This design comes from an exercise in tuning for small area, a short achievable clock period and few clock cycles on the open sky130 flow, not from production work. At most, simulation tests tie the RTL to the original design; equivalence was not proved. Power figures rest on the tool's default switching activity, not on a simulated workload.

the baseline:
Design ex_unit_top, start of the top module:
module ex_unit_top (
    input  logic  clk,
    input  logic  rst,
    input  logic  req,
    input  rv_isa_pkg::word_t inst,
    input  rv_isa_pkg::word_t rs1_data,
    input  rv_isa_pkg::word_t rs2_data,
    input  rv_isa_pkg::word_t frs1_data,
    input  rv_isa_pkg::word_t frs2_data,
    output logic  ack,
    output logic  illegal,
    output rv_isa_pkg::word_t result
);
    logic              legal, is_fp, fp_ready;
    rv_isa_pkg::word_t alu_result, fp_result;
    logic [23:0]       fp_norm_in, fp_norm_out;
    logic [4:0]        fp_lz;
    ex_decode u_ex_decode (
        .inst  (inst),
        .legal (legal),
        .is_fp (is_fp)
    );
    int_alu u_int_alu (
        .inst        (inst),
        .rs1_data    (rs1_data),
        .rs2_data    (rs2_data),
        .fp_mode     (inst[6]),
        .fp_norm_in  (fp_norm_in),
        .fp_lz       (fp_lz),
        .alu_result  (alu_result),
        .fp_norm_out (fp_norm_out)
    );
    fp_adder u_fp_adder (
        .clk       (clk),
        .op_a      (frs1_data),
        .op_b      (frs2_data),
        .fp_sub    (inst[27]),
        .norm_in   (fp_norm_in),
        .lz        (fp_lz),
        .norm_out  (fp_norm_out),
        .fp_result (fp_result)
    );
    ex_result u_ex_result (
        .legal      (legal),
        .is_fp      (is_fp),
        .alu_result (alu_result),
        .fp_result  (fp_result),
        .illegal    (illegal),
        .result     (result)
    );
    always_ff @(posedge clk or posedge rst) begin
        if (rst) fp_ready <= 1'b0;
        else     fp_ready <= req;
    end
    assign ack = req & (fp_ready | (inst[6:0] != rv_isa_pkg::opc_op_fp));
endmodule
Size: ~14000 um^2 of cells after synthesis.
==> module int_alu, before the edit <==
module int_alu (
    input  rv_isa_pkg::word_t inst,
    input  rv_isa_pkg::word_t rs1_data,
    input  rv_isa_pkg::word_t rs2_data,
    input  logic              fp_mode,
    input  logic [23:0]       fp_norm_in,
    input  logic [4:0]        fp_lz,
    output rv_isa_pkg::word_t alu_result,
    output logic [23:0]       fp_norm_out
);
    logic [2:0]  funct3;
    logic        is_op, is_lui, is_sll, left;
    logic [31:0] a, b, imm, p, g, p_rs, p_im, rev_a, rev_fp, sr_in, rev_out, shv;
    logic [31:0] s16, s8, s4, s2, s1;
    logic [32:0] sum;
    logic        neg, fill, lt, ltu;
    logic [4:0]  shamt;
    assign funct3 = inst[14:12];
    assign is_op  = inst[5];
    assign is_lui = inst[2];
    assign is_sll = (funct3 == 3'b001);
    assign a = rs1_data;
    assign imm = {{20{inst[31]}}, inst[31:20]};
    assign b   = is_op ? rs2_data : imm;
    assign neg  = ((funct3 == 3'b000) & is_op & inst[30]) | (funct3[2:1] == 2'b01);
    assign p_rs = a ^ rs2_data;
    assign p_im = a ^ imm;
    assign p    = (is_op ? p_rs : p_im) ^ {32{neg}};
    assign g    = is_op ? (a & (rs2_data ^ {32{neg}})) : (a & (imm ^ {32{neg}}));
    int_prefix_add u_add (
        .p0  (p),
        .g0  (g),
        .cin (neg),
        .s   (sum)
    );
    assign ltu = ~sum[32];
    assign lt  = (a[31] ^ b[31]) ? a[31] : sum[31];
    always_comb begin
        for (int i = 0; i < 32; i++) rev_a[i] = a[31-i];
        for (int i = 0; i < 32; i++) rev_fp[i] = (i < 24) ? fp_norm_in[23-i] : 1'b0;
    end
    assign left  = fp_mode | is_sll;
    assign sr_in = fp_mode ? rev_fp : is_sll ? rev_a : a;
    assign shamt = fp_mode ? fp_lz : b[4:0];
    assign fill  = ~fp_mode & inst[30] & a[31] & funct3[2];
    assign s16 = shamt[4] ? {{16{fill}}, sr_in[31:16]} : sr_in;
    assign s8  = shamt[3] ? {{8{fill}}, s16[31:8]} : s16;
    assign s4  = shamt[2] ? {{4{fill}}, s8[31:4]} : s8;
    assign s2  = shamt[1] ? {{2{fill}}, s4[31:2]} : s4;
    assign s1  = shamt[0] ? {fill, s2[31:1]} : s2;
    always_comb begin
        for (int i = 0; i < 32; i++) rev_out[i] = s1[31-i];
    end
    assign shv         = left ? rev_out : s1;
    assign fp_norm_out = rev_out[31:8];
    always_comb begin
        if (is_lui) begin
            alu_result = {inst[31:12], 12'd0};
        end else begin
            case (funct3)
                3'b000:  alu_result = sum[31:0];
                3'b001:  alu_result = shv;
                3'b010:  alu_result = {31'd0, lt};
                3'b011:  alu_result = {31'd0, ltu};
                3'b100:  alu_result = p;
                3'b101:  alu_result = shv;
                3'b110:  alu_result = p | g;
                default: alu_result = g;
            endcase
        end
    end
endmodule
==> flow/config.mk <==
export PLATFORM = sky130hd
export DESIGN_NAME = ex_unit_top
export DESIGN_NICKNAME = ex_unit_top
export VERILOG_FILES = /design/flow/design.v
export SDC_FILE = /design/flow/constraint.sdc
export NUM_CORES = 4
export LEC_CHECK = 0
export ABC_AREA = 1
export CAP_MARGIN = 20
export CORE_MARGIN = 2
export CORE_UTILIZATION = 50
export SETUP_SLACK_MARGIN = 3.0
export SLEW_MARGIN = 20
==> flow/constraint.sdc <==
create_clock -name core_clock -period 11.0 [get_ports {clk}]
set_input_delay 2.2000 -clock core_clock [delete_from_list [all_inputs] [get_ports {clk}]]
set_output_delay 2.2000 -clock core_clock [all_outputs]
set_load 0.01 [all_outputs]
standard.sh (not shown) runs the stock make flow with config.mk's settings and CLKGATE_MAP_FILE= SYNTH_SCRIPT=/design/flow/synth_recipe.tcl, a recipe that flattens the netlist after the stock synthesis.
==> flow/flow/run.sh <==
#!/bin/bash
set -o pipefail
cp standard.sh standard_sh.txt
export BUFFER_PORTS_ARGS="-buffer_cell sky130_fd_sc_hd__buf_1"
bash standard.sh > standard.log 2>&1
In summary, the baseline completed successfully, with a layout that passed the timing, DRC and antenna checks.
Testbench counts of the baseline, summed over its fixed seeds: cycles 27,666.
## Diff of input files: the candidate against the baseline
--- a/flow/design.v
+++ b/flow/design.v
@@ -108,11 +108,11 @@
     assign funct3 = inst[14:12];
     assign is_op  = inst[5];
     assign is_lui = inst[2];
-    assign is_sll = (funct3 == 3'b001);
+    assign is_sll = ~funct3[2];
     assign a = rs1_data;
     assign imm = {{20{inst[31]}}, inst[31:20]};
     assign b   = is_op ? rs2_data : imm;
-    assign neg  = ((funct3 == 3'b000) & is_op & inst[30]) | (funct3[2:1] == 2'b01);
+    assign neg  = (is_op & inst[30]) | (funct3[2:1] == 2'b01);
     assign p_rs = a ^ rs2_data;
     assign p_im = a ^ imm;
     assign p    = (is_op ? p_rs : p_im) ^ {32{neg}};
Results
On multiplexer area fraction after synthesis, the baseline and the candidate are neck and neck. Higher fmax goes to the candidate over the baseline. Summary of the candidate over the baseline: total detailed-routing wirelength decreased by 3.7% relative to the old numbers; hold buffer count at CTS closely matched the old numbers; final cycle utilization of the critical path decreased by 0.66 points relative to the old numbers; distinct cell type count of the synthesized netlist increased by 8 relative to the old numbers; core utilization decreased by 2.0 points relative to the old numbers. Summary of the candidate over the baseline: summed area of non-filler cells in the final layout fell about 3.4%, clock distribution power up about 17%, combinational fraction of design power down 0.5 points, post-detailed-route via-to-cell ratio lower. The candidate vs the baseline, capture point of the worst path: result[17] vs result[24].
Testbench counts of the candidate, summed over its fixed seeds: cycles 27,666.

========
Starting RTL as in the previous note.
==> module fp_align, before the edit <==
module fp_align (
    input  rv_isa_pkg::word_t op_a,
    input  rv_isa_pkg::word_t op_b,
    input  logic              fp_sub,
    output logic              sign,
    output logic [7:0]        big_exp,
    output logic [24:0]       sum
);
    logic        sign_a, sign_b, zero_a, zero_b, exp_lt, exp_eq, frac_lt;
    logic        a_big, eff_sub;
    logic [7:0]  exp_a, exp_b, diff;
    logic [8:0]  d_ab, d_ba;
    logic [23:0] man_a, man_b, big_man, small_man, aligned;
    assign sign_a = op_a[31];
    assign sign_b = op_b[31] ^ fp_sub;
    assign exp_a  = op_a[30:23];
    assign exp_b  = op_b[30:23];
    assign zero_a = (exp_a == 8'd0);
    assign zero_b = (exp_b == 8'd0);
    assign man_a  = zero_a ? 24'd0 : {1'b1, op_a[22:0]};
    assign man_b  = zero_b ? 24'd0 : {1'b1, op_b[22:0]};
    assign d_ab    = {1'b0, exp_a} - {1'b0, exp_b};
    assign d_ba    = {1'b0, exp_b} - {1'b0, exp_a};
    fp_less #(.W(8)) u_exp_cmp (
        .a  (exp_a),
        .b  (exp_b),
        .lt (exp_lt),
        .eq (exp_eq)
    );
    fp_less #(.W(23)) u_frac_cmp (
        .a  (op_a[22:0]),
        .b  (op_b[22:0]),
        .lt (frac_lt),
        .eq ()
    );
    assign a_big   = ~exp_lt & ~(exp_eq & ~zero_a & frac_lt);
    assign diff    = exp_lt ? d_ba[7:0] : d_ab[7:0];
    assign big_man   = a_big ? man_a : man_b;
    assign small_man = a_big ? man_b : man_a;
    assign big_exp   = a_big ? exp_a : exp_b;
    assign sign      = a_big ? sign_a : sign_b;
    assign aligned = (diff[7:5] != 3'd0) ? 24'd0 : small_man >> diff[4:0];
    assign eff_sub = sign_a ^ sign_b;
    assign sum     = {1'b0, big_man} + ({1'b0, aligned} ^ {25{eff_sub}}) + {24'd0, eff_sub};
endmodule
==> module fp_less, before the edit <==
module fp_less #(
    parameter int W = 8
) (
    input  logic [W-1:0] a,
    input  logic [W-1:0] b,
    output logic         lt,
    output logic         eq
);
    localparam int H = W / 2;
    generate
        if (W == 1) begin : g_bit
            assign lt = ~a[0] & b[0];
            assign eq = ~(a[0] ^ b[0]);
        end else begin : g_split
            logic lt_hi, eq_hi, lt_lo, eq_lo;
            fp_less #(.W(W - H)) u_hi (
                .a  (a[W-1:H]),
                .b  (b[W-1:H]),
                .lt (lt_hi),
                .eq (eq_hi)
            );
            fp_less #(.W(H)) u_lo (
                .a  (a[H-1:0]),
                .b  (b[H-1:0]),
                .lt (lt_lo),
                .eq (eq_lo)
            );
            assign lt = lt_hi | (eq_hi & lt_lo);
            assign eq = eq_hi & eq_lo;
        end
    endgenerate
endmodule
Settings: LEC_CHECK=0, ABC_AREA=1, CAP_MARGIN=20, CORE_MARGIN=2, CORE_UTILIZATION=50, SETUP_SLACK_MARGIN=2.5, SLEW_MARGIN=20; clock period 11.0 ns.
Scripts as last shown in full above: flow/flow/run.sh
The starting point completed without violations.
Testbench counts at the start, summed over its fixed seeds: cycles 27,666.
Rerun with:
--- a/flow/design.v
+++ b/flow/design.v
@@ -243,18 +243,9 @@
     assign man_b  = zero_b ? 24'd0 : {1'b1, op_b[22:0]};
     assign d_ab    = {1'b0, exp_a} - {1'b0, exp_b};
     assign d_ba    = {1'b0, exp_b} - {1'b0, exp_a};
-    fp_less #(.W(8)) u_exp_cmp (
-        .a  (exp_a),
-        .b  (exp_b),
-        .lt (exp_lt),
-        .eq (exp_eq)
-    );
-    fp_less #(.W(23)) u_frac_cmp (
-        .a  (op_a[22:0]),
-        .b  (op_b[22:0]),
-        .lt (frac_lt),
-        .eq ()
-    );
+    assign exp_lt  = d_ab[8];
+    assign exp_eq  = (exp_a == exp_b);
+    assign frac_lt = (op_a[22:0] < op_b[22:0]);
     assign a_big   = ~exp_lt & ~(exp_eq & ~zero_a & frac_lt);
     assign diff    = exp_lt ? d_ba[7:0] : d_ab[7:0];
     assign big_man   = a_big ? man_a : man_b;
@@ -323,38 +314,6 @@
                                {sign, exp_out, norm_man[22:0]};
     end
 endmodule
-module fp_less #(
-    parameter int W = 8
-) (
-    input  logic [W-1:0] a,
-    input  logic [W-1:0] b,
-    output logic         lt,
-    output logic         eq
-);
-    localparam int H = W / 2;
-    generate
-        if (W == 1) begin : g_bit
-            assign lt = ~a[0] & b[0];
-            assign eq = ~(a[0] ^ b[0]);
-        end else begin : g_split
-            logic lt_hi, eq_hi, lt_lo, eq_lo;
-            fp_less #(.W(W - H)) u_hi (
-                .a  (a[W-1:H]),
-                .b  (b[W-1:H]),
-                .lt (lt_hi),
-                .eq (eq_hi)
-            );
-            fp_less #(.W(H)) u_lo (
-                .a  (a[H-1:0]),
-                .b  (b[H-1:0]),
-                .lt (lt_lo),
-                .eq (eq_lo)
-            );
-            assign lt = lt_hi | (eq_hi & lt_lo);
-            assign eq = eq_hi & eq_lo;
-        end
-    endgenerate
-endmodule
 `default_nettype wire
 `default_nettype none
 module ex_result (
Synthesized cell count goes down by 0.84%.
Final area increases by 1.9%.
First-iteration DRC count rises by 9.3%.
Critical path depth is higher by 1.
Wire length goes up by 2.6%.
Total power grows by 2.5%.
Via count came out lower by 0.85%.
No functional check of the RTL was part of the second run of this note.

========
ex_unit_top with an RTL version that a note above also has.
Size in the first run: roughly 35 flip-flops, about 200 I/O pins, about 14000 um^2 of cells after synthesis.
==> module int_alu, before the edit <==
module int_alu (
    input  rv_isa_pkg::word_t inst,
    input  rv_isa_pkg::word_t rs1_data,
    input  rv_isa_pkg::word_t rs2_data,
    input  logic              fp_mode,
    input  logic [23:0]       fp_norm_in,
    input  logic [4:0]        fp_lz,
    output rv_isa_pkg::word_t alu_result,
    output logic [23:0]       fp_norm_out
);
    logic [2:0]  funct3;
    logic        is_op, is_lui, is_sll, left;
    logic [31:0] a, b, imm, p, g, p_rs, p_im, rev_a, rev_fp, sr_in, rev_out, shv;
    logic [31:0] s16, s8, s4, s2, s1;
    logic [32:0] sum;
    logic        neg, fill, lt, ltu;
    logic [4:0]  shamt;
    assign funct3 = inst[14:12];
    assign is_op  = inst[5];
    assign is_lui = inst[2];
    assign is_sll = ~funct3[2];
    assign a = rs1_data;
    assign imm = {{20{inst[31]}}, inst[31:20]};
    assign b   = is_op ? rs2_data : imm;
    assign neg  = (is_op & inst[30]) | (funct3[2:1] == 2'b01);
    assign p_rs = a ^ rs2_data;
    assign p_im = a ^ imm;
    assign p    = (is_op ? p_rs : p_im) ^ {32{neg}};
    assign g    = is_op ? (a & (rs2_data ^ {32{neg}})) : (a & (imm ^ {32{neg}}));
    int_prefix_add u_add (
        .p0  (p),
        .g0  (g),
        .cin (neg),
        .s   (sum)
    );
    assign ltu = ~sum[32];
    assign lt  = (a[31] ^ b[31]) ? a[31] : sum[31];
    always_comb begin
        for (int i = 0; i < 32; i++) rev_a[i] = a[31-i];
        for (int i = 0; i < 32; i++) rev_fp[i] = (i < 24) ? fp_norm_in[23-i] : 1'b0;
    end
    assign left  = fp_mode | is_sll;
    assign sr_in = fp_mode ? rev_fp : is_sll ? rev_a : a;
    assign shamt = fp_mode ? fp_lz : b[4:0];
    assign fill  = ~fp_mode & inst[30] & a[31] & funct3[2];
    assign s16 = shamt[4] ? {{16{fill}}, sr_in[31:16]} : sr_in;
    assign s8  = shamt[3] ? {{8{fill}}, s16[31:8]} : s16;
    assign s4  = shamt[2] ? {{4{fill}}, s8[31:4]} : s8;
    assign s2  = shamt[1] ? {{2{fill}}, s4[31:2]} : s4;
    assign s1  = shamt[0] ? {fill, s2[31:1]} : s2;
    always_comb begin
        for (int i = 0; i < 32; i++) rev_out[i] = s1[31-i];
    end
    assign shv         = left ? rev_out : s1;
    assign fp_norm_out = rev_out[31:8];
    always_comb begin
        if (is_lui) begin
            alu_result = {inst[31:12], 12'd0};
        end else begin
            case (funct3)
                3'b000:  alu_result = sum[31:0];
                3'b001:  alu_result = shv;
                3'b010:  alu_result = {31'd0, lt};
                3'b011:  alu_result = {31'd0, ltu};
                3'b100:  alu_result = p;
                3'b101:  alu_result = shv;
                3'b110:  alu_result = p | g;
                default: alu_result = g;
            endcase
        end
    end
endmodule
Settings: LEC_CHECK=0, ABC_AREA=1, CAP_MARGIN=20, CORE_MARGIN=2, CORE_UTILIZATION=50, SETUP_SLACK_MARGIN=3.25, SLEW_MARGIN=20; clock period 11.0 ns.
Scripts as last shown in full above: flow/flow/run.sh
Testbench counts at the start, summed over its fixed seeds: cycles 27,666.
Next try:
--- a/flow/design.v
+++ b/flow/design.v
@@ -105,13 +105,13 @@
     logic [32:0] sum;
     logic        neg, fill, lt, ltu;
     logic [4:0]  shamt;
     assign funct3 = inst[14:12];
     assign is_op  = inst[5];
     assign is_lui = inst[2];
-    assign is_sll = ~funct3[2];
+    assign is_sll = (funct3 == 3'b001);
     assign a = rs1_data;
     assign imm = {{20{inst[31]}}, inst[31:20]};
     assign b   = is_op ? rs2_data : imm;
     assign neg  = (is_op & inst[30]) | (funct3[2:1] == 2'b01);
     assign p_rs = a ^ rs2_data;
     assign p_im = a ^ imm;
The new run completed without violations.
Final cell count increases by 0.53%.
Synthesized cell count is unchanged.
Clock power stays flat.
Power came out higher by 0.99%.
Routed wire length climbs by 1.4%.
Flip-flop and latch count is unchanged.
First-iteration DRC count goes down by 6.0%.
Non-clock buffer count falls by 19.
Worst setup slack degrades by 10 ps.
Cell area barely changes.
Via count is about the same.
Testbench counts after the change, summed over its fixed seeds: cycles 27,666.

what the ideal ports hide:
The results above use ideal ports. As a check the final layouts listed here were re-extracted and re-timed, cells and wires unchanged. Step 1 sets driving cells, clkbuf_16 on the clock port and buf_2 on the other inputs (assumed; they add their load-dependent delay and slew). Step 2 adds t to the input delays and takes it off the output delays; t is the mean of the earliest and latest rising clock arrival at the registers after step 1. Input paths then give back, and output paths get back, about the clock's delay inside the block. a / b / c = no drivers / after step 1 / after step 2; a / b = the first two.
run	t (ns)	slack for setup (ns)	latest minus earliest clock arrival (ns)
the baseline	0.311	3.057 / 3.027 / 3.027	0.011 / 0.012
the candidate	0.324	3.130 / 3.045 / 3.045	0.005 / 0.005
the first run of note 2	0.311	2.638 / 2.613 / 2.613	0.012 / 0.012
the second run of note 2	0.321	2.706 / 2.625 / 2.625	0.005 / 0.005
the first run of note 3	0.327	3.332 / 3.251 / 3.251	0.006 / 0.006
the second run of note 3	0.326	3.322 / 3.279 / 3.279	0.007 / 0.007
After both steps every run listed still meets setup and hold. The setup slack of the candidate, which loses most, moves by -0.085 ns with the drivers and by -0.085 ns with both steps.
